Source: an optimization exercise on an open RTL-to-GDS flow (aim: small area, a short achievable clock period and few clock cycles per item). Production flows keep margins and buffers that such runs may drop. Only simulation tests tie the RTL to the original design; equivalence was not proved.

## flow/design.v (module list and top-level ports; edited modules follow where they fit)
// module fir_mac: 7494 lines
// module fir_mac_ctrl: 104 lines
module fir_mac_ctrl #(
  parameter int DW   = FIR_DW,
  parameter int CW   = FIR_CW,
  parameter int TAPS = FIR_TAPS,
  parameter int AW   = $clog2(TAPS),
  parameter int ACCW = DW + CW + $clog2(TAPS)
) (
  input  logic            clk,
  input  logic            rst_n,
  input  logic            in_valid,
  output logic            in_ready,
  input  logic [DW-1:0]   in_data,
  input  logic            coef_we,
  input  logic [AW-1:0]   coef_addr,
  input  logic [CW-1:0]   coef_data,
  output logic            out_valid,
  input  logic            out_ready,
  output logic [ACCW-1:0] out_data,
  output logic            busy
);
  // ...
==> flow/flow/run.sh <==
#!/bin/bash
# Layout with the standard ORFS flow (standard.sh), with two changes in how
# the layout is made:
#  - synthesis skips Yosys's early 'abc -fast' pass (SYNTH_ARGS=-noabc), so the
#    full adders that extract_fa finds map to fa cells without extra inverters;
#    registers, their names and cell types are the same as standard synthesis;
#  - the port buffers are buf_4 cells.
# Each ORFS step writes its own log under orfs/logs; make's output goes to
# make_finish.log.
set -o pipefail
bash standard.sh SYNTH_ARGS=-noabc "BUFFER_PORTS_ARGS=-buffer_cell sky130_fd_sc_hd__buf_4" finish > make_finish.log 2>&1
==> flow/standard.sh <==
#!/bin/bash
# synth_recipe.tcl (not shown) runs the flow's synth.tcl, then flattens the netlist and writes it again
# the make line also repeats each setting of config.mk as NAME=value (left out here)
make -C /OpenROAD-flow-scripts/flow DESIGN_CONFIG=/design/flow/config.mk WORK_HOME=/design/flow/orfs CLKGATE_MAP_FILE= SYNTH_SCRIPT=/design/flow/synth_recipe.tcl "${@:-finish}"
==> flow/config.mk <==
export PLATFORM = sky130hd
export DESIGN_NAME = fir_mac_ctrl
export DESIGN_NICKNAME = fir_mac_ctrl
export VERILOG_FILES = /design/flow/design.v
export SDC_FILE = /design/flow/constraint.sdc
export NUM_CORES = 4
export LEC_CHECK = 0
export CAP_MARGIN = 20
export CORE_MARGIN = 2
export CORE_UTILIZATION = 40
export SLEW_MARGIN = 20
==> flow/constraint.sdc <==
create_clock -name core_clock -period 10.0 [get_ports {clk}]
set_input_delay 2.0000 -clock core_clock [delete_from_list [all_inputs] [get_ports {clk}]]
set_output_delay 2.0000 -clock core_clock [all_outputs]
set_load 0.01 [all_outputs]
==> results.json, run 1 <==
{
  "status": "complete, no violations",
  "cts_max_path_buffers": 4,
  "synth_compound_area_share_pct": 12.50,
  "wl_um": 655000,
  "antenna_found_initial": 47,
  "synthMostInstantiatedCell": "fa_1",
  "crit_family": "simple AND/OR/NAND/NOR gates",
  "use_met1_pct": 46.83,
  "finClkSkew_ns": 0.07893,
  "synth_seq_area_share_pct": 26.16,
  "path_buf_inv": 0,
  "avgRoutedWirePerCell_um": 44.60,
  "ys_ff_latch": 1250,
  "cp.required_ns": 10.60,
  "dieWidth_um": 581.5,
  "seq_area_share_pct": 24.73,
  "met3_usage_pct": 25.43,
  "grt_pass1_wl_um": 886100,
  "clk_pin_slew_ns": 0.06,
  "final.clkbuf_count": 193,
  "area_delta_synth_final_pct": 6.463,
  "synth_edf_count": 755,
  "clock_latency_ns": 0.91,
  "drt_iter0_drc": 19310,
  "rr_startpoint": "u_mac.p2_q[56]",
  "cts_tree": "yes",
  "cts-root-buf": "clkbuf_16",
  "yosysWarnings": 2,
  "wl_met2_um": 250400,
  "start_kind": "flip-flop",
  "synthAdderAreaFrac_pct": 37.21,
  "synth_top_area_share_pct": 35.95,
  "multi_input_area_um2": 92450,
  "hp-start": "u_mac.p1_q[1]",
  "rsz0062_at_grt": "false",
  "ctsResizeCount": 0,
  "relSlewSlack_pct": 5.020,
  "ctsHoldBuffers": 0,
  "dieArea_um2": 338200,
  "antenna_left": 0,
  "synthMuxAreaShare_pct": 2.532,
  "grt_max_degree": 162,
  "route.detailed.drc": 0
}
Testbench counts, summed over its fixed seeds: cycles 2,032, items 2,000.
==> module fir_mac_ctrl, before the edit <==
module fir_mac_ctrl #(
  parameter int DW   = FIR_DW,
  parameter int CW   = FIR_CW,
  parameter int TAPS = FIR_TAPS,
  parameter int AW   = $clog2(TAPS),
  parameter int ACCW = DW + CW + $clog2(TAPS)
) (
  input  logic            clk,
  input  logic            rst_n,
  input  logic            in_valid,
  output logic            in_ready,
  input  logic [DW-1:0]   in_data,
  input  logic            coef_we,
  input  logic [AW-1:0]   coef_addr,
  input  logic [CW-1:0]   coef_data,
  output logic            out_valid,
  input  logic            out_ready,
  output logic [ACCW-1:0] out_data,
  output logic            busy
);
  localparam int NP = FIR_NP;
  logic [TAPS-1:0][DW-1:0] x_q;      
  logic [TAPS-1:0][FIR_CEW-1:0] c_q;    
  logic [DW-1:0]           sk_q;     
  logic                    vsk_q;    
  logic                    vx_q;     
  logic [NP-1:0]           vp_q;     
  logic                    vh_q;     
  logic                    in_ready_q;
  logic                    busy_q;
  logic            adv, acc, xtake, shx, cw;
  logic [CW+1:0]      cext;
  logic [FIR_CEW-1:0] cenc;                
  logic [DW-1:0]   src;
  logic            vsk_d, vx_d, vh_d, busy_d;
  logic [NP-1:0]   vp_d;
  always_comb begin
    cext = {1'b0, coef_data, 1'b0};
    for (int j = 0; j < 8; j++) begin
      cenc[3*j]   = cext[2*j+1] ^ cext[2*j];
      cenc[3*j+1] = (cext[2*j+2] & ~cext[2*j+1] & ~cext[2*j]) |
                    (~cext[2*j+2] & cext[2*j+1] & cext[2*j]);
      cenc[3*j+2] = cext[2*j+2] & ~(cext[2*j+1] & cext[2*j]);
    end
    cenc[24] = coef_data[CW-1];
  end
  always_comb begin
    adv    = !(vh_q && !out_ready);      
    acc    = in_valid && in_ready_q;       
    xtake  = !vx_q || adv;                 
    shx    = xtake && (vsk_q || acc);
    src    = vsk_q ? sk_q : in_data;
    cw     = coef_we && !busy_q;
    vx_d   = shx || (vx_q && !adv);
    vsk_d  = vsk_q ? !xtake : (acc && !xtake);
    if (adv) begin
      vp_d = NP'({vp_q, vx_q});
      vh_d = vp_q[NP-1];
    end else begin
      vp_d = vp_q;
      vh_d = vh_q;
    end
    busy_d = vsk_d || vx_d || (|vp_d) || vh_d;
  end
  always_ff @(posedge clk or negedge rst_n) begin
    if (!rst_n) begin
      vsk_q      <= 1'b0;
      vx_q       <= 1'b0;
      vp_q       <= '0;
      vh_q       <= 1'b0;
      in_ready_q <= 1'b1;
      busy_q     <= 1'b0;
    end else begin
      vsk_q      <= vsk_d;
      vx_q       <= vx_d;
      vp_q       <= vp_d;
      vh_q       <= vh_d;
      in_ready_q <= !vsk_d;
      busy_q     <= busy_d;
    end
  end
  always_ff @(posedge clk) begin
    if (!vsk_q) sk_q <= in_data;
  end
  always_ff @(posedge clk or negedge rst_n) begin
    if (!rst_n) begin
      x_q <= '0;
      c_q <= '0;
    end else begin
      if (shx) x_q <= {x_q[TAPS-2:0], src};
      if (cw) c_q[coef_addr] <= cenc;
    end
  end
  fir_mac u_mac (
    .clk  (clk),
    .en_i (adv),
    .x_i  (x_q),
    .c_i  (c_q),
    .y_o  (out_data)
  );
  assign in_ready  = in_ready_q;
  assign out_valid = vh_q;
  assign busy      = busy_q;
endmodule
==> run 2: changes to the inputs <==
--- a/flow/design.v
+++ b/flow/design.v
@@ -1,25 +1,26 @@
 package fir_pkg;
   localparam int FIR_DW   = 32;
   localparam int FIR_CW   = 16;
   localparam int FIR_TAPS = 8;
   localparam int FIR_ACCW = FIR_DW + FIR_CW + $clog2(FIR_TAPS);
-  localparam int FIR_NP   = 2;
+  localparam int FIR_NP   = 3;
   localparam int FIR_CEW  = 25;
 endpackage
 module fir_mac (
   input  logic        clk,
   input  logic        en_i,
   input  logic [7:0][31:0] x_i,
   input  logic [7:0][24:0] c_i,
-  output logic [50:0] y_o
+  output logic [50:0] r_o
 );
   logic [533:0] p1_q;
-  logic [169:0] p2_q;
+  logic [138:0] p2_q;
+  logic [77:0] p3_q;
   wire b1_0_0 = c_i[0][0];
   wire b2_0_0 = c_i[0][1];
   wire bn_0_0 = c_i[0][2];
   wire pp1 = (b1_0_0 & x_i[0][0]) ^ bn_0_0;
   wire pp2 = ((b1_0_0 & x_i[0][1]) | (b2_0_0 & x_i[0][0])) ^ bn_0_0;
   wire pp3 = ((b1_0_0 & x_i[0][2]) | (b2_0_0 & x_i[0][1])) ^ bn_0_0;
   wire pp4 = ((b1_0_0 & x_i[0][3]) | (b2_0_0 & x_i[0][2])) ^ bn_0_0;
   wire pp5 = ((b1_0_0 & x_i[0][4]) | (b2_0_0 & x_i[0][3])) ^ bn_0_0;
@@ -7322,188 +7323,193 @@
   wire s7113 = k7028 ^ k7030 ^ s7031;
   wire k7114 = (k7028 & k7030) | (k7028 & s7031) | (k7030 & s7031);
   wire s7115 = k7032 ^ k7034;
   wire k7116 = k7032 & k7034;
   wire s7117 = s6889 ^ s6891 ^ k7036;
   wire k7118 = (s6889 & s6891) | (s6889 & k7036) | (s6891 & k7036);
   wire s7119 = s6893 ^ s6895;
   wire k7120 = s6893 & s6895;
-  wire s7121 = p2_q[15] ^ p2_q[16];
-  wire k7122 = p2_q[15] & p2_q[16];
-  wire s7123 = p2_q[19] ^ p2_q[20];
-  wire k7124 = p2_q[19] & p2_q[20];
-  wire s7125 = p2_q[22] ^ p2_q[23];
-  wire k7126 = p2_q[22] & p2_q[23];
-  wire s7127 = p2_q[25] ^ p2_q[26];
-  wire k7128 = p2_q[25] & p2_q[26];
-  wire s7129 = p2_q[28] ^ p2_q[29] ^ p2_q[30];
-  wire k7130 = (p2_q[28] & p2_q[29]) | (p2_q[28] & p2_q[30]) | (p2_q[29] & p2_q[30]);
-  wire s7131 = p2_q[32] ^ p2_q[33] ^ p2_q[34];
-  wire k7132 = (p2_q[32] & p2_q[33]) | (p2_q[32] & p2_q[34]) | (p2_q[33] & p2_q[34]);
-  wire s7133 = p2_q[36] ^ p2_q[37] ^ p2_q[38];
-  wire k7134 = (p2_q[36] & p2_q[37]) | (p2_q[36] & p2_q[38]) | (p2_q[37] & p2_q[38]);
-  wire s7135 = p2_q[40] ^ p2_q[41] ^ p2_q[42];
-  wire k7136 = (p2_q[40] & p2_q[41]) | (p2_q[40] & p2_q[42]) | (p2_q[41] & p2_q[42]);
-  wire s7137 = p2_q[44] ^ p2_q[45] ^ p2_q[46];
-  wire k7138 = (p2_q[44] & p2_q[45]) | (p2_q[44] & p2_q[46]) | (p2_q[45] & p2_q[46]);
-  wire s7139 = p2_q[48] ^ p2_q[49] ^ p2_q[50];
-  wire k7140 = (p2_q[48] & p2_q[49]) | (p2_q[48] & p2_q[50]) | (p2_q[49] & p2_q[50]);
-  wire s7141 = p2_q[52] ^ p2_q[53] ^ p2_q[54];
-  wire k7142 = (p2_q[52] & p2_q[53]) | (p2_q[52] & p2_q[54]) | (p2_q[53] & p2_q[54]);
-  wire s7143 = p2_q[56] ^ p2_q[57] ^ p2_q[58];
-  wire k7144 = (p2_q[56] & p2_q[57]) | (p2_q[56] & p2_q[58]) | (p2_q[57] & p2_q[58]);
-  wire s7145 = p2_q[60] ^ p2_q[61] ^ p2_q[62];
-  wire k7146 = (p2_q[60] & p2_q[61]) | (p2_q[60] & p2_q[62]) | (p2_q[61] & p2_q[62]);
-  wire s7147 = p2_q[64] ^ p2_q[65] ^ p2_q[66];
-  wire k7148 = (p2_q[64] & p2_q[65]) | (p2_q[64] & p2_q[66]) | (p2_q[65] & p2_q[66]);
-  wire s7149 = p2_q[68] ^ p2_q[69] ^ p2_q[70];
-  wire k7150 = (p2_q[68] & p2_q[69]) | (p2_q[68] & p2_q[70]) | (p2_q[69] & p2_q[70]);
-  wire s7151 = p2_q[72] ^ p2_q[73] ^ p2_q[74];
-  wire k7152 = (p2_q[72] & p2_q[73]) | (p2_q[72] & p2_q[74]) | (p2_q[73] & p2_q[74]);
-  wire s7153 = p2_q[76] ^ p2_q[77] ^ p2_q[78];
-  wire k7154 = (p2_q[76] & p2_q[77]) | (p2_q[76] & p2_q[78]) | (p2_q[77] & p2_q[78]);
-  wire s7155 = p2_q[80] ^ p2_q[81] ^ p2_q[82];
-  wire k7156 = (p2_q[80] & p2_q[81]) | (p2_q[80] & p2_q[82]) | (p2_q[81] & p2_q[82]);
-  wire s7157 = p2_q[84] ^ p2_q[85] ^ p2_q[86];
-  wire k7158 = (p2_q[84] & p2_q[85]) | (p2_q[84] & p2_q[86]) | (p2_q[85] & p2_q[86]);
-  wire s7159 = p2_q[88] ^ p2_q[89] ^ p2_q[90];
-  wire k7160 = (p2_q[88] & p2_q[89]) | (p2_q[88] & p2_q[90]) | (p2_q[89] & p2_q[90]);
-  wire s7161 = p2_q[92] ^ p2_q[93] ^ p2_q[94];
-  wire k7162 = (p2_q[92] & p2_q[93]) | (p2_q[92] & p2_q[94]) | (p2_q[93] & p2_q[94]);
-  wire s7163 = p2_q[96] ^ p2_q[97] ^ p2_q[98];
-  wire k7164 = (p2_q[96] & p2_q[97]) | (p2_q[96] & p2_q[98]) | (p2_q[97] & p2_q[98]);
-  wire s7165 = p2_q[100] ^ p2_q[101] ^ p2_q[102];
-  wire k7166 = (p2_q[100] & p2_q[101]) | (p2_q[100] & p2_q[102]) | (p2_q[101] & p2_q[102]);
-  wire s7167 = p2_q[104] ^ p2_q[105] ^ p2_q[106];
-  wire k7168 = (p2_q[104] & p2_q[105]) | (p2_q[104] & p2_q[106]) | (p2_q[105] & p2_q[106]);
-  wire s7169 = p2_q[108] ^ p2_q[109] ^ p2_q[110];
-  wire k7170 = (p2_q[108] & p2_q[109]) | (p2_q[108] & p2_q[110]) | (p2_q[109] & p2_q[110]);
-  wire s7171 = p2_q[112] ^ p2_q[113] ^ p2_q[114];
-  wire k7172 = (p2_q[112] & p2_q[113]) | (p2_q[112] & p2_q[114]) | (p2_q[113] & p2_q[114]);
-  wire s7173 = p2_q[116] ^ p2_q[117] ^ p2_q[118];
-  wire k7174 = (p2_q[116] & p2_q[117]) | (p2_q[116] & p2_q[118]) | (p2_q[117] & p2_q[118]);
-  wire s7175 = p2_q[120] ^ p2_q[121] ^ p2_q[122];
-  wire k7176 = (p2_q[120] & p2_q[121]) | (p2_q[120] & p2_q[122]) | (p2_q[121] & p2_q[122]);
-  wire s7177 = p2_q[124] ^ p2_q[125] ^ p2_q[126];
-  wire k7178 = (p2_q[124] & p2_q[125]) | (p2_q[124] & p2_q[126]) | (p2_q[125] & p2_q[126]);
-  wire s7179 = p2_q[128] ^ p2_q[129] ^ p2_q[130];
-  wire k7180 = (p2_q[128] & p2_q[129]) | (p2_q[128] & p2_q[130]) | (p2_q[129] & p2_q[130]);
-  wire s7181 = p2_q[132] ^ p2_q[133] ^ p2_q[134];
-  wire k7182 = (p2_q[132] & p2_q[133]) | (p2_q[132] & p2_q[134]) | (p2_q[133] & p2_q[134]);
-  wire s7183 = p2_q[136] ^ p2_q[137] ^ p2_q[138];
-  wire k7184 = (p2_q[136] & p2_q[137]) | (p2_q[136] & p2_q[138]) | (p2_q[137] & p2_q[138]);
-  wire s7185 = p2_q[140] ^ p2_q[141] ^ p2_q[142];
-  wire k7186 = (p2_q[140] & p2_q[141]) | (p2_q[140] & p2_q[142]) | (p2_q[141] & p2_q[142]);
-  wire s7187 = p2_q[144] ^ p2_q[145] ^ p2_q[146];
-  wire k7188 = (p2_q[144] & p2_q[145]) | (p2_q[144] & p2_q[146]) | (p2_q[145] & p2_q[146]);
-  wire s7189 = p2_q[148] ^ p2_q[149];
-  wire k7190 = p2_q[148] & p2_q[149];
-  wire s7191 = p2_q[151] ^ p2_q[152] ^ p2_q[153];
-  wire k7192 = (p2_q[151] & p2_q[152]) | (p2_q[151] & p2_q[153]) | (p2_q[152] & p2_q[153]);
-  wire s7193 = p2_q[155] ^ p2_q[156];
-  wire k7194 = p2_q[155] & p2_q[156];
+  wire s7121 = k6722 ^ s6723;
+  wire k7122 = k6722 & s6723;
+  wire s7123 = s6725 ^ k6926;
+  wire k7124 = s6725 & k6926;
+  wire s7125 = s6729 ^ k6928;
+  wire k7126 = s6729 & k6928;
+  wire s7127 = k6930 ^ s6931;
+  wire k7128 = k6930 & s6931;
+  wire s7129 = k6932 ^ k6934 ^ s6935;
+  wire k7130 = (k6932 & k6934) | (k6932 & s6935) | (k6934 & s6935);
+  wire s7131 = k6936 ^ s6937 ^ k7060;
+  wire k7132 = (k6936 & s6937) | (k6936 & k7060) | (s6937 & k7060);
+  wire s7133 = s6939 ^ s6941 ^ k7062;
+  wire k7134 = (s6939 & s6941) | (s6939 & k7062) | (s6941 & k7062);
+  wire s7135 = s6943 ^ s6945 ^ k7064;
+  wire k7136 = (s6943 & s6945) | (s6943 & k7064) | (s6945 & k7064);
+  wire s7137 = s6947 ^ s6949 ^ k7066;
+  wire k7138 = (s6947 & s6949) | (s6947 & k7066) | (s6949 & k7066);
+  wire s7139 = s6951 ^ s6953 ^ k7068;
+  wire k7140 = (s6951 & s6953) | (s6951 & k7068) | (s6953 & k7068);
+  wire s7141 = s6955 ^ s6957 ^ k7070;
+  wire k7142 = (s6955 & s6957) | (s6955 & k7070) | (s6957 & k7070);
+  wire s7143 = s6959 ^ s6961 ^ k7072;
+  wire k7144 = (s6959 & s6961) | (s6959 & k7072) | (s6961 & k7072);
+  wire s7145 = s6963 ^ s6965 ^ k7074;
+  wire k7146 = (s6963 & s6965) | (s6963 & k7074) | (s6965 & k7074);
+  wire s7147 = s6967 ^ s6969 ^ k7076;
+  wire k7148 = (s6967 & s6969) | (s6967 & k7076) | (s6969 & k7076);
+  wire s7149 = s6971 ^ s6973 ^ k7078;
+  wire k7150 = (s6971 & s6973) | (s6971 & k7078) | (s6973 & k7078);
+  wire s7151 = s6975 ^ s6977 ^ k7080;
+  wire k7152 = (s6975 & s6977) | (s6975 & k7080) | (s6977 & k7080);
+  wire s7153 = s6979 ^ s6981 ^ k7082;
+  wire k7154 = (s6979 & s6981) | (s6979 & k7082) | (s6981 & k7082);
+  wire s7155 = s6983 ^ s6985 ^ k7084;
+  wire k7156 = (s6983 & s6985) | (s6983 & k7084) | (s6985 & k7084);
+  wire s7157 = s6987 ^ s6989 ^ k7086;
+  wire k7158 = (s6987 & s6989) | (s6987 & k7086) | (s6989 & k7086);
+  wire s7159 = s6991 ^ s6993 ^ k7088;
+  wire k7160 = (s6991 & s6993) | (s6991 & k7088) | (s6993 & k7088);
+  wire s7161 = s6995 ^ s6997 ^ k7090;
+  wire k7162 = (s6995 & s6997) | (s6995 & k7090) | (s6997 & k7090);
+  wire s7163 = s6999 ^ s7001 ^ k7092;
+  wire k7164 = (s6999 & s7001) | (s6999 & k7092) | (s7001 & k7092);
+  wire s7165 = s7003 ^ s7005 ^ k7094;
+  wire k7166 = (s7003 & s7005) | (s7003 & k7094) | (s7005 & k7094);
+  wire s7167 = s7007 ^ s7009 ^ k7096;
+  wire k7168 = (s7007 & s7009) | (s7007 & k7096) | (s7009 & k7096);
+  wire s7169 = s7011 ^ s7013 ^ k7098;
+  wire k7170 = (s7011 & s7013) | (s7011 & k7098) | (s7013 & k7098);
+  wire s7171 = s7015 ^ s7017 ^ k7100;
+  wire k7172 = (s7015 & s7017) | (s7015 & k7100) | (s7017 & k7100);
+  wire s7173 = s7019 ^ s7021 ^ k7102;
+  wire k7174 = (s7019 & s7021) | (s7019 & k7102) | (s7021 & k7102);
+  wire s7175 = s7025 ^ k7104 ^ s7105;
+  wire k7176 = (s7025 & k7104) | (s7025 & s7105) | (k7104 & s7105);
+  wire s7177 = k7106 ^ k7108 ^ s7109;
+  wire k7178 = (k7106 & k7108) | (k7106 & s7109) | (k7108 & s7109);
+  wire s7179 = s7033 ^ k7110 ^ k7112;
+  wire k7180 = (s7033 & k7110) | (s7033 & k7112) | (k7110 & k7112);
+  wire s7181 = s7035 ^ s7037 ^ k7114;
+  wire k7182 = (s7035 & s7037) | (s7035 & k7114) | (s7037 & k7114);
+  wire s7183 = k7038 ^ s7039 ^ k7116;
+  wire k7184 = (k7038 & s7039) | (k7038 & k7116) | (s7039 & k7116);
+  wire s7185 = k7040 ^ s7041 ^ k7118;
+  wire k7186 = (k7040 & s7041) | (k7040 & k7118) | (s7041 & k7118);
+  wire s7187 = s6899 ^ k7042 ^ s7043;
+  wire k7188 = (s6899 & k7042) | (s6899 & s7043) | (k7042 & s7043);
+  wire s7189 = s6903 ^ k7044;
+  wire k7190 = s6903 & k7044;
+  wire s7191 = s6905 ^ s6907 ^ k7046;
+  wire k7192 = (s6905 & s6907) | (s6905 & k7046) | (s6907 & k7046);
+  wire s7193 = s6909 ^ k7048;
+  wire k7194 = s6909 & k7048;
   wire s7195 = p2_q[6] ^ p2_q[7];
   wire k7196 = p2_q[6] & p2_q[7];
   wire s7197 = p2_q[9] ^ p2_q[10];
   wire k7198 = p2_q[9] & p2_q[10];
   wire s7199 = p2_q[11] ^ p2_q[12];
   wire k7200 = p2_q[11] & p2_q[12];
   wire s7201 = p2_q[13] ^ p2_q[14];
   wire k7202 = p2_q[13] & p2_q[14];
-  wire s7203 = p2_q[17] ^ p2_q[18] ^ s7121;
-  wire k7204 = (p2_q[17] & p2_q[18]) | (p2_q[17] & s7121) | (p2_q[18] & s7121);
-  wire s7205 = p2_q[21] ^ k7122 ^ s7123;
-  wire k7206 = (p2_q[21] & k7122) | (p2_q[21] & s7123) | (k7122 & s7123);
-  wire s7207 = p2_q[24] ^ k7124 ^ s7125;
-  wire k7208 = (p2_q[24] & k7124) | (p2_q[24] & s7125) | (k7124 & s7125);
-  wire s7209 = p2_q[27] ^ k7126 ^ s7127;
-  wire k7210 = (p2_q[27] & k7126) | (p2_q[27] & s7127) | (k7126 & s7127);
-  wire s7211 = p2_q[31] ^ k7128 ^ s7129;
-  wire k7212 = (p2_q[31] & k7128) | (p2_q[31] & s7129) | (k7128 & s7129);
-  wire s7213 = p2_q[35] ^ k7130 ^ s7131;
-  wire k7214 = (p2_q[35] & k7130) | (p2_q[35] & s7131) | (k7130 & s7131);
-  wire s7215 = p2_q[39] ^ k7132 ^ s7133;
-  wire k7216 = (p2_q[39] & k7132) | (p2_q[39] & s7133) | (k7132 & s7133);
-  wire s7217 = p2_q[43] ^ k7134 ^ s7135;
-  wire k7218 = (p2_q[43] & k7134) | (p2_q[43] & s7135) | (k7134 & s7135);
-  wire s7219 = p2_q[47] ^ k7136 ^ s7137;
-  wire k7220 = (p2_q[47] & k7136) | (p2_q[47] & s7137) | (k7136 & s7137);
-  wire s7221 = p2_q[51] ^ k7138 ^ s7139;
-  wire k7222 = (p2_q[51] & k7138) | (p2_q[51] & s7139) | (k7138 & s7139);
-  wire s7223 = p2_q[55] ^ k7140 ^ s7141;
-  wire k7224 = (p2_q[55] & k7140) | (p2_q[55] & s7141) | (k7140 & s7141);
-  wire s7225 = p2_q[59] ^ k7142 ^ s7143;
-  wire k7226 = (p2_q[59] & k7142) | (p2_q[59] & s7143) | (k7142 & s7143);
-  wire s7227 = p2_q[63] ^ k7144 ^ s7145;
-  wire k7228 = (p2_q[63] & k7144) | (p2_q[63] & s7145) | (k7144 & s7145);
-  wire s7229 = p2_q[67] ^ k7146 ^ s7147;
-  wire k7230 = (p2_q[67] & k7146) | (p2_q[67] & s7147) | (k7146 & s7147);
-  wire s7231 = p2_q[71] ^ k7148 ^ s7149;
-  wire k7232 = (p2_q[71] & k7148) | (p2_q[71] & s7149) | (k7148 & s7149);
-  wire s7233 = p2_q[75] ^ k7150 ^ s7151;
-  wire k7234 = (p2_q[75] & k7150) | (p2_q[75] & s7151) | (k7150 & s7151);
-  wire s7235 = p2_q[79] ^ k7152 ^ s7153;
-  wire k7236 = (p2_q[79] & k7152) | (p2_q[79] & s7153) | (k7152 & s7153);
-  wire s7237 = p2_q[83] ^ k7154 ^ s7155;
-  wire k7238 = (p2_q[83] & k7154) | (p2_q[83] & s7155) | (k7154 & s7155);
-  wire s7239 = p2_q[87] ^ k7156 ^ s7157;
-  wire k7240 = (p2_q[87] & k7156) | (p2_q[87] & s7157) | (k7156 & s7157);
-  wire s7241 = p2_q[91] ^ k7158 ^ s7159;
-  wire k7242 = (p2_q[91] & k7158) | (p2_q[91] & s7159) | (k7158 & s7159);
-  wire s7243 = p2_q[95] ^ k7160 ^ s7161;
-  wire k7244 = (p2_q[95] & k7160) | (p2_q[95] & s7161) | (k7160 & s7161);
-  wire s7245 = p2_q[99] ^ k7162 ^ s7163;
-  wire k7246 = (p2_q[99] & k7162) | (p2_q[99] & s7163) | (k7162 & s7163);
-  wire s7247 = p2_q[103] ^ k7164 ^ s7165;
-  wire k7248 = (p2_q[103] & k7164) | (p2_q[103] & s7165) | (k7164 & s7165);
-  wire s7249 = p2_q[107] ^ k7166 ^ s7167;
-  wire k7250 = (p2_q[107] & k7166) | (p2_q[107] & s7167) | (k7166 & s7167);
-  wire s7251 = p2_q[111] ^ k7168 ^ s7169;
-  wire k7252 = (p2_q[111] & k7168) | (p2_q[111] & s7169) | (k7168 & s7169);
-  wire s7253 = p2_q[115] ^ k7170 ^ s7171;
-  wire k7254 = (p2_q[115] & k7170) | (p2_q[115] & s7171) | (k7170 & s7171);
-  wire s7255 = p2_q[119] ^ k7172 ^ s7173;
-  wire k7256 = (p2_q[119] & k7172) | (p2_q[119] & s7173) | (k7172 & s7173);
-  wire s7257 = p2_q[123] ^ k7174 ^ s7175;
-  wire k7258 = (p2_q[123] & k7174) | (p2_q[123] & s7175) | (k7174 & s7175);
-  wire s7259 = p2_q[127] ^ k7176 ^ s7177;
-  wire k7260 = (p2_q[127] & k7176) | (p2_q[127] & s7177) | (k7176 & s7177);
-  wire s7261 = p2_q[131] ^ k7178 ^ s7179;
-  wire k7262 = (p2_q[131] & k7178) | (p2_q[131] & s7179) | (k7178 & s7179);
-  wire s7263 = p2_q[135] ^ k7180 ^ s7181;
-  wire k7264 = (p2_q[135] & k7180) | (p2_q[135] & s7181) | (k7180 & s7181);
-  wire s7265 = p2_q[139] ^ k7182 ^ s7183;
-  wire k7266 = (p2_q[139] & k7182) | (p2_q[139] & s7183) | (k7182 & s7183);
-  wire s7267 = p2_q[143] ^ k7184 ^ s7185;
-  wire k7268 = (p2_q[143] & k7184) | (p2_q[143] & s7185) | (k7184 & s7185);
-  wire s7269 = p2_q[147] ^ k7186 ^ s7187;
-  wire k7270 = (p2_q[147] & k7186) | (p2_q[147] & s7187) | (k7186 & s7187);
-  wire s7271 = p2_q[150] ^ k7188 ^ s7189;
-  wire k7272 = (p2_q[150] & k7188) | (p2_q[150] & s7189) | (k7188 & s7189);
-  wire s7273 = p2_q[154] ^ k7190 ^ s7191;
-  wire k7274 = (p2_q[154] & k7190) | (p2_q[154] & s7191) | (k7190 & s7191);
-  wire s7275 = p2_q[157] ^ k7192 ^ s7193;
-  wire k7276 = (p2_q[157] & k7192) | (p2_q[157] & s7193) | (k7192 & s7193);
-  wire s7277 = p2_q[158] ^ p2_q[159] ^ k7194;
-  wire k7278 = (p2_q[158] & p2_q[159]) | (p2_q[158] & k7194) | (p2_q[159] & k7194);
-  wire s7279 = p2_q[160] ^ p2_q[161];
-  wire k7280 = p2_q[160] & p2_q[161];
-  wire s7281 = p2_q[162] ^ p2_q[163] ^ p2_q[164];
-  wire k7282 = (p2_q[162] & p2_q[163]) | (p2_q[162] & p2_q[164]) | (p2_q[163] & p2_q[164]);
-  wire s7283 = p2_q[165] ^ p2_q[166];
-  wire k7284 = p2_q[165] & p2_q[166];
-  wire s7285 = p2_q[167] ^ p2_q[168] ^ p2_q[169];
-  wire k7286 = (p2_q[167] & p2_q[168]) | (p2_q[167] & p2_q[169]) | (p2_q[168] & p2_q[169]);
-  wire [50:0] ra = {k7284, k7282, k7280, k7278, k7276, k7274, k7272, k7270, k7268, k7266, k7264, k7262, k7260, k7258, k7256, k7254, k7252, k7250, k7248, k7246, k7244, k7242, k7240, k7238, k7236, k7234, k7232, k7230, k7228, k7226, k7224, k7222, k7220, k7218, k7216, k7214, k7212, k7210, k7208, k7206, k7204, k7202, k7200, k7198, k7196, p2_q[8], p2_q[5], p2_q[4], p2_q[3], p2_q[2], p2_q[0]};
-  wire [50:0] rb = {s7285, s7283, s7281, s7279, s7277, s7275, s7273, s7271, s7269, s7267, s7265, s7263, s7261, s7259, s7257, s7255, s7253, s7251, s7249, s7247, s7245, s7243, s7241, s7239, s7237, s7235, s7233, s7231, s7229, s7227, s7225, s7223, s7221, s7219, s7217, s7215, s7213, s7211, s7209, s7207, s7205, s7203, s7201, s7199, s7197, s7195, 1'b0, 1'b0, 1'b0, 1'b0, p2_q[1]};
-  wire [50:0] sum = ra + rb;
+  wire s7203 = p2_q[15] ^ p2_q[16] ^ p2_q[17];
+  wire k7204 = (p2_q[15] & p2_q[16]) | (p2_q[15] & p2_q[17]) | (p2_q[16] & p2_q[17]);
+  wire s7205 = p2_q[18] ^ p2_q[19] ^ p2_q[20];
+  wire k7206 = (p2_q[18] & p2_q[19]) | (p2_q[18] & p2_q[20]) | (p2_q[19] & p2_q[20]);
+  wire s7207 = p2_q[21] ^ p2_q[22] ^ p2_q[23];
+  wire k7208 = (p2_q[21] & p2_q[22]) | (p2_q[21] & p2_q[23]) | (p2_q[22] & p2_q[23]);
+  wire s7209 = p2_q[24] ^ p2_q[25] ^ p2_q[26];
+  wire k7210 = (p2_q[24] & p2_q[25]) | (p2_q[24] & p2_q[26]) | (p2_q[25] & p2_q[26]);
+  wire s7211 = p2_q[27] ^ p2_q[28] ^ p2_q[29];
+  wire k7212 = (p2_q[27] & p2_q[28]) | (p2_q[27] & p2_q[29]) | (p2_q[28] & p2_q[29]);
+  wire s7213 = p2_q[30] ^ p2_q[31] ^ p2_q[32];
+  wire k7214 = (p2_q[30] & p2_q[31]) | (p2_q[30] & p2_q[32]) | (p2_q[31] & p2_q[32]);
+  wire s7215 = p2_q[33] ^ p2_q[34] ^ p2_q[35];
+  wire k7216 = (p2_q[33] & p2_q[34]) | (p2_q[33] & p2_q[35]) | (p2_q[34] & p2_q[35]);
+  wire s7217 = p2_q[36] ^ p2_q[37] ^ p2_q[38];
+  wire k7218 = (p2_q[36] & p2_q[37]) | (p2_q[36] & p2_q[38]) | (p2_q[37] & p2_q[38]);
+  wire s7219 = p2_q[39] ^ p2_q[40] ^ p2_q[41];
+  wire k7220 = (p2_q[39] & p2_q[40]) | (p2_q[39] & p2_q[41]) | (p2_q[40] & p2_q[41]);
+  wire s7221 = p2_q[42] ^ p2_q[43] ^ p2_q[44];
+  wire k7222 = (p2_q[42] & p2_q[43]) | (p2_q[42] & p2_q[44]) | (p2_q[43] & p2_q[44]);
+  wire s7223 = p2_q[45] ^ p2_q[46] ^ p2_q[47];
+  wire k7224 = (p2_q[45] & p2_q[46]) | (p2_q[45] & p2_q[47]) | (p2_q[46] & p2_q[47]);
+  wire s7225 = p2_q[48] ^ p2_q[49] ^ p2_q[50];
+  wire k7226 = (p2_q[48] & p2_q[49]) | (p2_q[48] & p2_q[50]) | (p2_q[49] & p2_q[50]);
+  wire s7227 = p2_q[51] ^ p2_q[52] ^ p2_q[53];
+  wire k7228 = (p2_q[51] & p2_q[52]) | (p2_q[51] & p2_q[53]) | (p2_q[52] & p2_q[53]);
+  wire s7229 = p2_q[54] ^ p2_q[55] ^ p2_q[56];
+  wire k7230 = (p2_q[54] & p2_q[55]) | (p2_q[54] & p2_q[56]) | (p2_q[55] & p2_q[56]);
+  wire s7231 = p2_q[57] ^ p2_q[58] ^ p2_q[59];
+  wire k7232 = (p2_q[57] & p2_q[58]) | (p2_q[57] & p2_q[59]) | (p2_q[58] & p2_q[59]);
+  wire s7233 = p2_q[60] ^ p2_q[61] ^ p2_q[62];
+  wire k7234 = (p2_q[60] & p2_q[61]) | (p2_q[60] & p2_q[62]) | (p2_q[61] & p2_q[62]);
+  wire s7235 = p2_q[63] ^ p2_q[64] ^ p2_q[65];
+  wire k7236 = (p2_q[63] & p2_q[64]) | (p2_q[63] & p2_q[65]) | (p2_q[64] & p2_q[65]);
+  wire s7237 = p2_q[66] ^ p2_q[67] ^ p2_q[68];
+  wire k7238 = (p2_q[66] & p2_q[67]) | (p2_q[66] & p2_q[68]) | (p2_q[67] & p2_q[68]);
+  wire s7239 = p2_q[69] ^ p2_q[70] ^ p2_q[71];
+  wire k7240 = (p2_q[69] & p2_q[70]) | (p2_q[69] & p2_q[71]) | (p2_q[70] & p2_q[71]);
+  wire s7241 = p2_q[72] ^ p2_q[73] ^ p2_q[74];
+  wire k7242 = (p2_q[72] & p2_q[73]) | (p2_q[72] & p2_q[74]) | (p2_q[73] & p2_q[74]);
+  wire s7243 = p2_q[75] ^ p2_q[76] ^ p2_q[77];
+  wire k7244 = (p2_q[75] & p2_q[76]) | (p2_q[75] & p2_q[77]) | (p2_q[76] & p2_q[77]);
+  wire s7245 = p2_q[78] ^ p2_q[79] ^ p2_q[80];
+  wire k7246 = (p2_q[78] & p2_q[79]) | (p2_q[78] & p2_q[80]) | (p2_q[79] & p2_q[80]);
+  wire s7247 = p2_q[81] ^ p2_q[82] ^ p2_q[83];
+  wire k7248 = (p2_q[81] & p2_q[82]) | (p2_q[81] & p2_q[83]) | (p2_q[82] & p2_q[83]);
+  wire s7249 = p2_q[84] ^ p2_q[85] ^ p2_q[86];
+  wire k7250 = (p2_q[84] & p2_q[85]) | (p2_q[84] & p2_q[86]) | (p2_q[85] & p2_q[86]);
+  wire s7251 = p2_q[87] ^ p2_q[88] ^ p2_q[89];
+  wire k7252 = (p2_q[87] & p2_q[88]) | (p2_q[87] & p2_q[89]) | (p2_q[88] & p2_q[89]);
+  wire s7253 = p2_q[90] ^ p2_q[91] ^ p2_q[92];
+  wire k7254 = (p2_q[90] & p2_q[91]) | (p2_q[90] & p2_q[92]) | (p2_q[91] & p2_q[92]);
+  wire s7255 = p2_q[93] ^ p2_q[94] ^ p2_q[95];
+  wire k7256 = (p2_q[93] & p2_q[94]) | (p2_q[93] & p2_q[95]) | (p2_q[94] & p2_q[95]);
+  wire s7257 = p2_q[96] ^ p2_q[97] ^ p2_q[98];
+  wire k7258 = (p2_q[96] & p2_q[97]) | (p2_q[96] & p2_q[98]) | (p2_q[97] & p2_q[98]);
+  wire s7259 = p2_q[99] ^ p2_q[100] ^ p2_q[101];
+  wire k7260 = (p2_q[99] & p2_q[100]) | (p2_q[99] & p2_q[101]) | (p2_q[100] & p2_q[101]);
+  wire s7261 = p2_q[102] ^ p2_q[103] ^ p2_q[104];
+  wire k7262 = (p2_q[102] & p2_q[103]) | (p2_q[102] & p2_q[104]) | (p2_q[103] & p2_q[104]);
+  wire s7263 = p2_q[105] ^ p2_q[106] ^ p2_q[107];
+  wire k7264 = (p2_q[105] & p2_q[106]) | (p2_q[105] & p2_q[107]) | (p2_q[106] & p2_q[107]);
+  wire s7265 = p2_q[108] ^ p2_q[109] ^ p2_q[110];
+  wire k7266 = (p2_q[108] & p2_q[109]) | (p2_q[108] & p2_q[110]) | (p2_q[109] & p2_q[110]);
+  wire s7267 = p2_q[111] ^ p2_q[112] ^ p2_q[113];
+  wire k7268 = (p2_q[111] & p2_q[112]) | (p2_q[111] & p2_q[113]) | (p2_q[112] & p2_q[113]);
+  wire s7269 = p2_q[114] ^ p2_q[115] ^ p2_q[116];
+  wire k7270 = (p2_q[114] & p2_q[115]) | (p2_q[114] & p2_q[116]) | (p2_q[115] & p2_q[116]);
+  wire s7271 = p2_q[117] ^ p2_q[118] ^ p2_q[119];
+  wire k7272 = (p2_q[117] & p2_q[118]) | (p2_q[117] & p2_q[119]) | (p2_q[118] & p2_q[119]);
+  wire s7273 = p2_q[120] ^ p2_q[121] ^ p2_q[122];
+  wire k7274 = (p2_q[120] & p2_q[121]) | (p2_q[120] & p2_q[122]) | (p2_q[121] & p2_q[122]);
+  wire s7275 = p2_q[123] ^ p2_q[124] ^ p2_q[125];
+  wire k7276 = (p2_q[123] & p2_q[124]) | (p2_q[123] & p2_q[125]) | (p2_q[124] & p2_q[125]);
+  wire s7277 = p2_q[126] ^ p2_q[127] ^ p2_q[128];
+  wire k7278 = (p2_q[126] & p2_q[127]) | (p2_q[126] & p2_q[128]) | (p2_q[127] & p2_q[128]);
+  wire s7279 = p2_q[129] ^ p2_q[130];
+  wire k7280 = p2_q[129] & p2_q[130];
+  wire s7281 = p2_q[131] ^ p2_q[132] ^ p2_q[133];
+  wire k7282 = (p2_q[131] & p2_q[132]) | (p2_q[131] & p2_q[133]) | (p2_q[132] & p2_q[133]);
+  wire s7283 = p2_q[134] ^ p2_q[135];
+  wire k7284 = p2_q[134] & p2_q[135];
+  wire s7285 = p2_q[136] ^ p2_q[137] ^ p2_q[138];
+  wire k7286 = (p2_q[136] & p2_q[137]) | (p2_q[136] & p2_q[138]) | (p2_q[137] & p2_q[138]);
+  wire [24:0] la = {k7232, k7230, k7228, k7226, k7224, k7222, k7220, k7218, k7216, k7214, k7212, k7210, k7208, k7206, k7204, k7202, k7200, k7198, k7196, p2_q[8], p2_q[5], p2_q[4], p2_q[3], p2_q[2], p2_q[0]};
+  wire [24:0] lb = {s7233, s7231, s7229, s7227, s7225, s7223, s7221, s7219, s7217, s7215, s7213, s7211, s7209, s7207, s7205, s7203, s7201, s7199, s7197, s7195, 1'b0, 1'b0, 1'b0, 1'b0, p2_q[1]};
+  wire [25:0] lsum = {1'b0, la} + {1'b0, lb};
+  wire [25:0] ha = {p3_q[76], p3_q[74], p3_q[72], p3_q[70], p3_q[68], p3_q[66], p3_q[64], p3_q[62], p3_q[60], p3_q[58], p3_q[56], p3_q[54], p3_q[52], p3_q[50], p3_q[48], p3_q[46], p3_q[44], p3_q[42], p3_q[40], p3_q[38], p3_q[36], p3_q[34], p3_q[32], p3_q[30], p3_q[28], p3_q[26]};
+  wire [25:0] hb = {p3_q[77], p3_q[75], p3_q[73], p3_q[71], p3_q[69], p3_q[67], p3_q[65], p3_q[63], p3_q[61], p3_q[59], p3_q[57], p3_q[55], p3_q[53], p3_q[51], p3_q[49], p3_q[47], p3_q[45], p3_q[43], p3_q[41], p3_q[39], p3_q[37], p3_q[35], p3_q[33], p3_q[31], p3_q[29], p3_q[27]};
+  wire [25:0] hsum = ha + hb + {25'b0, p3_q[25]};
+  wire [50:0] sum = {hsum, p3_q[24:0]};
   always_ff @(posedge clk) if (en_i) p1_q <= {k6372, s6371, k6370, k5890, s6369, k6368, k6366, s5889, s5887, s6367, s6365, k6364, k6362, k6360, s5885, s6363, s6361, s6359, k6358, k6356, k6354, s6357, s6355, s6353, k6352, k6350, k6348, s6351, s6349, s6347, k6346, k6344, k6342, s5867, s5865, s6345, s6343, s6341, k6340, k6338, k6336, k6334, s5859, s5857, s6339, s6337, s6335, s6333, k6332, k6330, k6328, k6326, k6324, s6331, s6329, s6327, s6325, s6323, k6322, k6320, k6318, k6316, s6321, s6319, s6317, s6315, k6314, k6312, k6310, k6308, k6306, s5825, s5823, s6313, s6311, s6309, s6307, s6305, k6304, k6302, k6300, k6298, k6296, k6294, s5811, s6303, s6301, s6299, s6297, s6295, s6293, k6292, k6290, k6288, k6286, k6284, k6282, s6291, s6289, s6287, s6285, s6283, s6281, k6280, k6278, k6276, k6274, k6272, k6270, s6279, s6277, s6275, s6273, s6271, s6269, k6268, k6266, k6264, k6262, k6260, k6258, s5763, s5761, s6267, s6265, s6263, s6261, s6259, s6257, k6256, k6254, k6252, k6250, k6248, k6246, k6244, s5745, s5743, s6255, s6253, s6251, s6249, s6247, s6245, s6243, k6242, k6240, k6238, k6236, k6234, k6232, k6230, s5725, s6241, s6239, s6237, s6235, s6233, s6231, s6229, k6228, k6226, k6224, k6222, k6220, k6218, k6216, s5705, s6227, s6225, s6223, s6221, s6219, s6217, s6215, k6214, k6212, k6210, k6208, k6206, k6204, k6202, s5685, s6213, s6211, s6209, s6207, s6205, s6203, s6201, k6200, k6198, k6196, k6194, k6192, k6190, k6188, s5665, s6199, s6197, s6195, s6193, s6191, s6189, s6187, k6186, k6184, k6182, k6180, k6178, k6176, k6174, s5645, s6185, s6183, s6181, s6179, s6177, s6175, s6173, k6172, k6170, k6168, k6166, k6164, k6162, k6160, s5625, s6171, s6169, s6167, s6165, s6163, s6161, s6159, k6158, k6156, k6154, k6152, k6150, k6148, k6146, s5605, s6157, s6155, s6153, s6151, s6149, s6147, s6145, k6144, k6142, k6140, k6138, k6136, k6134, k6132, s5585, s6143, s6141, s6139, s6137, s6135, s6133, s6131, k6130, k6128, k6126, k6124, k6122, k6120, k6118, s5565, s6129, s6127, s6125, s6123, s6121, s6119, s6117, k6116, k6114, k6112, k6110, k6108, k6106, k6104, s5545, s6115, s6113, s6111, s6109, s6107, s6105, s6103, k6102, k6100, k6098, k6096, k6094, k6092, k6090, s5525, s6101, s6099, s6097, s6095, s6093, s6091, s6089, k6088, k6086, k6084, k6082, k6080, k6078, k6076, s5505, s6087, s6085, s6083, s6081, s6079, s6077, s6075, k6074, k6072, k6070, k6068, k6066, k6064, k6062, s5485, s6073, s6071, s6069, s6067, s6065, s6063, s6061, k6060, k6058, k6056, k6054, k6052, k6050, k6048, s5465, s6059, s6057, s6055, s6053, s6051, s6049, s6047, k6046, k6044, k6042, k6040, k6038, k6036, k6034, s5445, s6045, s6043, s6041, s6039, s6037, s6035, s6033, k6032, k6030, k6028, k6026, k6024, k6022, k6020, s5425, s6031, s6029, s6027, s6025, s6023, s6021, s6019, k6018, k6016, k6014, k6012, k6010, k6008, k6006, s5405, s6017, s6015, s6013, s6011, s6009, s6007, s6005, k6004, k6002, k6000, k5998, k5996, k5994, s6003, s6001, s5999, s5997, s5995, s5993, k5992, k5990, k5988, k5986, k5984, k5982, s5365, s5363, s5991, s5989, s5987, s5985, s5983, s5981, k5980, k5978, k5976, k5974, k5972, k5970, s5345, s5979, s5977, s5975, s5973, s5971, s5969, k5968, k5966, k5964, k5962, k5960, s5967, s5965, s5963, s5961, s5959, k5958, k5956, k5954, k5952, k5950, s5307, s5305, s5957, s5955, s5953, s5951, s5949, k5948, k5946, k5944, k5942, k5940, s5289, s5947, s5945, s5943, s5941, s5939, k5938, k5936, k5934, k5932, s5273, s5937, s5935, s5933, s5931, k5930, k5928, k5926, k5924, s5259, s5929, s5927, s5925, s5923, k5922, k5920, k5918, s5921, s5919, s5917, k5916, k5914, k5912, s5233, s5231, s5915, s5913, s5911, k5910, k5908, k5906, s5221, s5909, s5907, s5905, k5904, k5902, s5903, s5901, k5900, k5898, s5203, s5201, s5899, s5897, k5896, s5197, s5195, s5895, k5894, s5191, s5189, s5893, k5892, s5185, s5891, s4085, s4083};
-  always_ff @(posedge clk) if (en_i) p2_q <= {k7058, k6708, p1_q[533], s7057, k7056, s7055, k7054, s6915, s7053, k7052, s7051, k7050, s7049, k7048, s6909, s7047, k7046, s6907, s6905, s7045, k7044, s6903, k7120, s7043, k7042, s6899, s7119, k7118, s7041, k7040, s7117, k7116, s7039, k7038, s7115, k7114, s7037, s7035, s7113, k7112, k7110, s7033, s7111, s7109, k7108, k7106, s7107, s7105, k7104, s7025, s7103, k7102, s7021, s7019, s7101, k7100, s7017, s7015, s7099, k7098, s7013, s7011, s7097, k7096, s7009, s7007, s7095, k7094, s7005, s7003, s7093, k7092, s7001, s6999, s7091, k7090, s6997, s6995, s7089, k7088, s6993, s6991, s7087, k7086, s6989, s6987, s7085, k7084, s6985, s6983, s7083, k7082, s6981, s6979, s7081, k7080, s6977, s6975, s7079, k7078, s6973, s6971, s7077, k7076, s6969, s6967, s7075, k7074, s6965, s6963, s7073, k7072, s6961, s6959, s7071, k7070, s6957, s6955, s7069, k7068, s6953, s6951, s7067, k7066, s6949, s6947, s7065, k7064, s6945, s6943, s7063, k7062, s6941, s6939, s7061, k7060, s6937, k6936, s7059, s6935, k6934, k6932, s6933, s6931, k6930, s6929, k6928, s6729, s6927, k6926, s6725, s6925, k6924, s6723, k6722, s6923, k6922, s6921, k6920, s6919, s6715, k6918, s6713, k6712, s6917, s6709, s6373, p1_q[2], p1_q[1], p1_q[0]};
-  always_ff @(posedge clk) if (en_i) y_o <= sum;
+  always_ff @(posedge clk) if (en_i) p2_q <= {k7058, k6708, p1_q[533], s7057, k7056, s7055, k7054, s6915, s7053, k7052, k7194, s7051, k7050, s7193, k7192, s7049, s7191, k7190, s7047, s7189, k7188, s7045, s7187, k7186, k7120, s7185, k7184, s7119, s7183, k7182, s7117, s7181, k7180, s7115, s7179, k7178, s7113, s7177, k7176, s7111, s7175, k7174, s7107, s7173, k7172, s7103, s7171, k7170, s7101, s7169, k7168, s7099, s7167, k7166, s7097, s7165, k7164, s7095, s7163, k7162, s7093, s7161, k7160, s7091, s7159, k7158, s7089, s7157, k7156, s7087, s7155, k7154, s7085, s7153, k7152, s7083, s7151, k7150, s7081, s7149, k7148, s7079, s7147, k7146, s7077, s7145, k7144, s7075, s7143, k7142, s7073, s7141, k7140, s7071, s7139, k7138, s7069, s7137, k7136, s7067, s7135, k7134, s7065, s7133, k7132, s7063, s7131, k7130, s7061, s7129, k7128, s7059, s7127, k7126, s6933, s7125, k7124, s6929, s7123, k7122, s6927, s7121, s6925, k6924, s6923, k6922, s6921, k6920, s6919, s6715, k6918, s6713, k6712, s6917, s6709, s6373, p1_q[2], p1_q[1], p1_q[0]};
+  always_ff @(posedge clk) if (en_i) p3_q <= {s7285, k7284, s7283, k7282, s7281, k7280, s7279, k7278, s7277, k7276, s7275, k7274, s7273, k7272, s7271, k7270, s7269, k7268, s7267, k7266, s7265, k7264, s7263, k7262, s7261, k7260, s7259, k7258, s7257, k7256, s7255, k7254, s7253, k7252, s7251, k7250, s7249, k7248, s7247, k7246, s7245, k7244, s7243, k7242, s7241, k7240, s7239, k7238, s7237, k7236, s7235, k7234, lsum[25], lsum[24], lsum[23], lsum[22], lsum[21], lsum[20], lsum[19], lsum[18], lsum[17], lsum[16], lsum[15], lsum[14], lsum[13], lsum[12], lsum[11], lsum[10], lsum[9], lsum[8], lsum[7], lsum[6], lsum[5], lsum[4], lsum[3], lsum[2], lsum[1], lsum[0]};
+  assign r_o = sum;
 endmodule
 import fir_pkg::*;
 module fir_mac_ctrl #(
   parameter int DW   = FIR_DW,
   parameter int CW   = FIR_CW,
   parameter int TAPS = FIR_TAPS,
   parameter int AW   = $clog2(TAPS),
   parameter int ACCW = DW + CW + $clog2(TAPS)
@@ -7524,84 +7530,107 @@
   localparam int NP = FIR_NP;
   logic [TAPS-1:0][DW-1:0] x_q;      
   logic [TAPS-1:0][FIR_CEW-1:0] c_q;    
   logic [DW-1:0]           sk_q;     
   logic                    vsk_q;    
   logic                    vx_q;     
   logic [NP-1:0]           vp_q;     
   logic                    vh_q;     
+  logic                    vs_q;     
+  logic [ACCW-1:0]         y_q;      
+  logic [ACCW-1:0]         ys_q;     
+  logic                    adv_q;    
+  logic [ACCW-1:0]         r;        
   logic                    in_ready_q;
   logic                    busy_q;
-  logic            adv, acc, xtake, shx, cw;
+  logic                    cw_q;     
+  logic [AW-1:0]           ca_q;     
+  logic [CW-1:0]           cd_q;     
+  logic            take, arr, pin, acc, xtake, shx;
   logic [CW+1:0]      cext;
   logic [FIR_CEW-1:0] cenc;                
   logic [DW-1:0]   src;
-  logic            vsk_d, vx_d, vh_d, busy_d;
+  logic            vsk_d, vx_d, vh_d, vs_d, busy_d;
   logic [NP-1:0]   vp_d;
   always_comb begin
-    cext = {1'b0, coef_data, 1'b0};
+    cext = {1'b0, cd_q, 1'b0};
     for (int j = 0; j < 8; j++) begin
       cenc[3*j]   = cext[2*j+1] ^ cext[2*j];
       cenc[3*j+1] = (cext[2*j+2] & ~cext[2*j+1] & ~cext[2*j]) |
                     (~cext[2*j+2] & cext[2*j+1] & cext[2*j]);
       cenc[3*j+2] = cext[2*j+2] & ~(cext[2*j+1] & cext[2*j]);
     end
-    cenc[24] = coef_data[CW-1];
+    cenc[24] = cd_q[CW-1];
   end
   always_comb begin
-    adv    = !(vh_q && !out_ready);      
+    take   = vh_q && out_ready;            
+    arr    = adv_q && vp_q[NP-1];          
+    pin    = adv_q && !cw_q;               
     acc    = in_valid && in_ready_q;       
-    xtake  = !vx_q || adv;                 
+    xtake  = !vx_q || pin;                 
     shx    = xtake && (vsk_q || acc);
     src    = vsk_q ? sk_q : in_data;
-    cw     = coef_we && !busy_q;
-    vx_d   = shx || (vx_q && !adv);
+    vx_d   = shx || (vx_q && !pin);
     vsk_d  = vsk_q ? !xtake : (acc && !xtake);
-    if (adv) begin
-      vp_d = NP'({vp_q, vx_q});
-      vh_d = vp_q[NP-1];
-    end else begin
-      vp_d = vp_q;
-      vh_d = vh_q;
-    end
+    if (adv_q) vp_d = NP'({vp_q, vx_q && !cw_q});
+    else       vp_d = vp_q;
+    if (vh_q) vh_d = !take || vs_q || arr;
+    else      vh_d = arr;
+    if (vs_q) vs_d = !take || arr;
+    else      vs_d = vh_q && !take && arr;
     busy_d = vsk_d || vx_d || (|vp_d) || vh_d;
   end
   always_ff @(posedge clk or negedge rst_n) begin
     if (!rst_n) begin
       vsk_q      <= 1'b0;
       vx_q       <= 1'b0;
       vp_q       <= '0;
       vh_q       <= 1'b0;
+      vs_q       <= 1'b0;
+      adv_q      <= 1'b1;
       in_ready_q <= 1'b1;
       busy_q     <= 1'b0;
+      cw_q       <= 1'b0;
     end else begin
       vsk_q      <= vsk_d;
       vx_q       <= vx_d;
       vp_q       <= vp_d;
       vh_q       <= vh_d;
+      vs_q       <= vs_d;
+      adv_q      <= !vs_d;
       in_ready_q <= !vsk_d;
       busy_q     <= busy_d;
+      cw_q       <= coef_we && !busy_q;    
     end
   end
   always_ff @(posedge clk) begin
+    ca_q <= coef_addr;
+    cd_q <= coef_data;
+  end
+  always_ff @(posedge clk) begin
+    if (!vh_q || take) y_q <= vs_q ? ys_q : r;
+    if (!vs_q || take) ys_q <= r;
+  end
+  always_ff @(posedge clk) begin
     if (!vsk_q) sk_q <= in_data;
   end
   always_ff @(posedge clk or negedge rst_n) begin
     if (!rst_n) begin
       x_q <= '0;
       c_q <= '0;
     end else begin
       if (shx) x_q <= {x_q[TAPS-2:0], src};
-      if (cw) c_q[coef_addr] <= cenc;
+      if (cw_q) c_q[ca_q] <= cenc;
     end
   end
   fir_mac u_mac (
     .clk  (clk),
-    .en_i (adv),
+    .en_i (adv_q),
     .x_i  (x_q),
     .c_i  (c_q),
-    .y_o  (out_data)
+    .r_o  (r)
   );
   assign in_ready  = in_ready_q;
   assign out_valid = vh_q;
+  assign out_data  = y_q;
   assign busy      = busy_q;
 endmodule
==> flow/config.mk (replaced) <==
export PLATFORM = sky130hd
export DESIGN_NAME = fir_mac_ctrl
export DESIGN_NICKNAME = fir_mac_ctrl
export VERILOG_FILES = /design/flow/design.v
export SDC_FILE = /design/flow/constraint.sdc
export NUM_CORES = 4
export LEC_CHECK = 0
export CAP_MARGIN = 20
export CORE_MARGIN = 2
export CORE_UTILIZATION = 40
export SLEW_MARGIN = 60
==> run 2 against run 1 <==
Against the previous run: die area rose by 2.8%; critical path depth did not move; highest routed layer unchanged; largest cell class unchanged; worst setup slack improved by 0.44 ns; via count rose by 0.81%.
==> results.json, run 2 <==
{
  "drt_iter0_drc": 17970,
  "top_register": "u_mac.p1_q",
  "synth_top_family_by_area": "adder cells",
  "vias_per_cell": 6.829,
  "cp_max_fo": 74,
  "antenna_left": 0,
  "ys_ff_latch": 1371,
  "fin_nets": 12960,
  "netlist_top_cells_count": "fa_1 (2398), xnor2_1 (2012), a22oi_1 (1984), clkbuf_1 (1155), edfxtp_1 (853)",
  "fin_setup_tns_ns": 0,
  "synthAdderAreaFrac_pct": 36.22,
  "cp.required_ns": 10.53,
  "slew_viol_final": 0,
  "synthMostInstantiatedCell": "fa_1",
  "synth_compound_area_share_pct": 12.09,
  "worstSetupPathType": "flip-flop to flip-flop",
  "synth-simple-area-share_pct": 3.020,
  "dieWidth_um": 589.6,
  "relSlewSlack_pct": 49.30,
  "synth_fp_nets": 13730,
  "dieArea_um2": 347600,
  "area_delta_synth_final_pct": 9.301,
  "finalHoldViolations": 0,
  "synthArstFlopShare_pct": 34.06,
  "synth_area_leaders": "fa_1 (35%), edfxtp_1 (19%), xnor2_1 (13%)",
  "rsz0062_at_grt": "false",
  "initial_core_util_pct": 40.08,
  "synth_edf_count": 853,
  "pre_cts_ws_ns": 5.277,
  "fin_crit_ns": 4.509,
  "wl_met2_um": 259800,
  "cts_max_path_buffers": 4,
  "setup.worst_path.end_class": "flip-flop",
  "portBuffers": 109,
  "clk_pin_slew_ns": 0.06,
  "setup_viol": 0,
  "status": "complete, no violations",
  "cts_tree": "yes",
  "met3_length_um": 127000,
  "synth_top_area_cell": "fa_1",
  "avgRoutedWirePerCell_um": 44.71,
  "wl_um": 675600,
  "hp-class": "flip-flop to flip-flop",
  "worst_hold_slack_ns": 0.4215,
  "largest_reg_flops": 534,
  "yosysWarnings": 2,
  "final_cell_mix": "fa_1 (2335), xnor2_1 (2006), a22oi_1 (1983)",
  "worst_pin_slew_ns": 0.7606,
  "wl_met1_um": 244000,
  "final.period_utilization_pct": 45.09,
  "antenna_found_initial": 60,
  "core_um2": 342200,
  "synthMuxAreaShare_pct": 2.790,
  "grt_pass1_vias": 104100,
  "final_util_pct": 43.81,
  "arrival_ns": 5.04,
  "io_pins": 110,
  "clock_latency_ns": 0.98,
  "netlist_instances": 11150,
  "synth_seq_area_share_pct": 27.94,
  "synth_top_area_share_pct": 35.00,
  "finClkSkew_ns": 0.1256,
  "cap_violations": 0,
  "rows": 215,
  "cts_buffers": 169,
  "grt_pass1_wl_um": 909800,
  "synthFlopType": "edfxtp_1",
  "track_usage_pct": 38.30,
  "cts-root-buf": "clkbuf_16",
  "maxUsedRoutingLayer": "met5",
  "dpl.hpwl_um": 492700,
  "clock_sinks": 1371,
  "start_kind": "flip-flop",
  "synth_xor_area_share_pct": 13.49,
  "grt_max_degree": 99,
  "timing.final.ws_setup_ns": 5.491,
  "first_pass_iters": 13,
  "dieHeight_um": 589.6,
  "cts_setup_buffers": 0,
  "route.detailed.drc": 0,
  "drive_gt1_share_pct": 14.39,
  "overflow": 0,
  "syn_avg_cell_area_um2": 12.30,
  "synth_cell_type_count": 68,
  "ctsHoldBuffers": 0,
  "final_common_cell": "fa_1",
  "syn_area_um2": 137100,
  "ctsResizeCount": 0,
  "place_congestion": 1.065,
  "reg_top3": "u_mac.p1_q: 534 flops, x_q: 256 flops, c_q: 200 flops",
  "num_vias": 103200,
  "cts_max_level": 4,
  "max_freq_ghz": 0.2218
}
-- run 2: worst paths after layout --
path                                  from               to  slack (ns)  cells past startpoint
setup reg to reg                     adv_q  u_mac.p1_q[531]        5.49                     10
min in group asynchronous            rst_n         x_q[254]        0.97                      1
hold / removal             u_mac.p1_q[533]  u_mac.p2_q[136]        0.42                      0
setup / recovery                     adv_q  u_mac.p1_q[531]        5.49                     10
hold reg to reg            u_mac.p1_q[533]  u_mac.p2_q[136]        0.42                      0
max in group asynchronous            rst_n         x_q[219]        7.20                      5
-- run 2: through the flow --
stage               instances  area (um2)
floorplan               11150      137200
global placement        14660      140600
detailed placement      14740      143400
CTS                     15050      149200
global route            15080      149800
finish                  15110      149900
-- run 2: cell type report --
class | instances | area, um2
inverter | 220 | 825.8
clock inverter | 95 | 1130
multi-input combinational | 8154 | 93120
timing repair buffer | 455 | 5303
sequential | 1371 | 39070
tap | 4557 | 5702
fill | 31070 | 192300
clock buffer | 217 | 4657
antenna | 41 | 102.6
-- run 2: cell families (layout without fill, tap and decap cells) --
group,count (synthesis),count (layout)
buf+inv,1621,987
flops,1371,1371
xor+xnor,2112,2112
compound gates,2265,2265
simple gates,906,906
other cells,0,41
fa+ha+maj,2531,2531
mux,340,340
-- run 2: per-layer routing --
layer / up-vias / track usage [%]
met3: 2755 / 26.13
met2: 9788 / 50.95
met5: - / 5.446
met1: 54250 / 46.87
li1: 36300 / -
met4: 98 / 16.63
-- run 2: critical path, cell delays in order (launching register included) --
cell,delay [ns]
dfstp_4,0.77
buf_12,0.25
buf_12,0.22
buf_16,0.29
buf_16,0.31
buf_12,0.30
buf_16,0.29
buf_16,0.34
buf_12,0.32
buf_16,0.33
buf_16,0.30
Testbench counts of run 2, summed over its fixed seeds: cycles 2,040, items 2,000.

-- afterwards: timing with drivers on the ports --
No port has a modelled driver above. Below, the same layouts with a new extraction and two added sets of constraints. Step 1: set_driving_cell puts a clkbuf_16 on clk and a buf_2 on each other input, an assumption about the parent block. Step 2 times the ports against the registers' clock, not the clock port: input delays grow and output delays shrink by t, the midpoint of the rising clock arrivals with the driver on. Slacks: no drivers / after step 1 / after step 2; pairs: no drivers / after step 1.
run	t, ns	setup WS [ns]	worst setup path after step 2	pins driven straight from the clock port
run 1	0.973	5.048 / 5.048 / 5.048	register to register	1
run 2	1.016	5.491 / 5.491 / 5.491	register to register	1
After both steps every run listed still meets setup and hold.
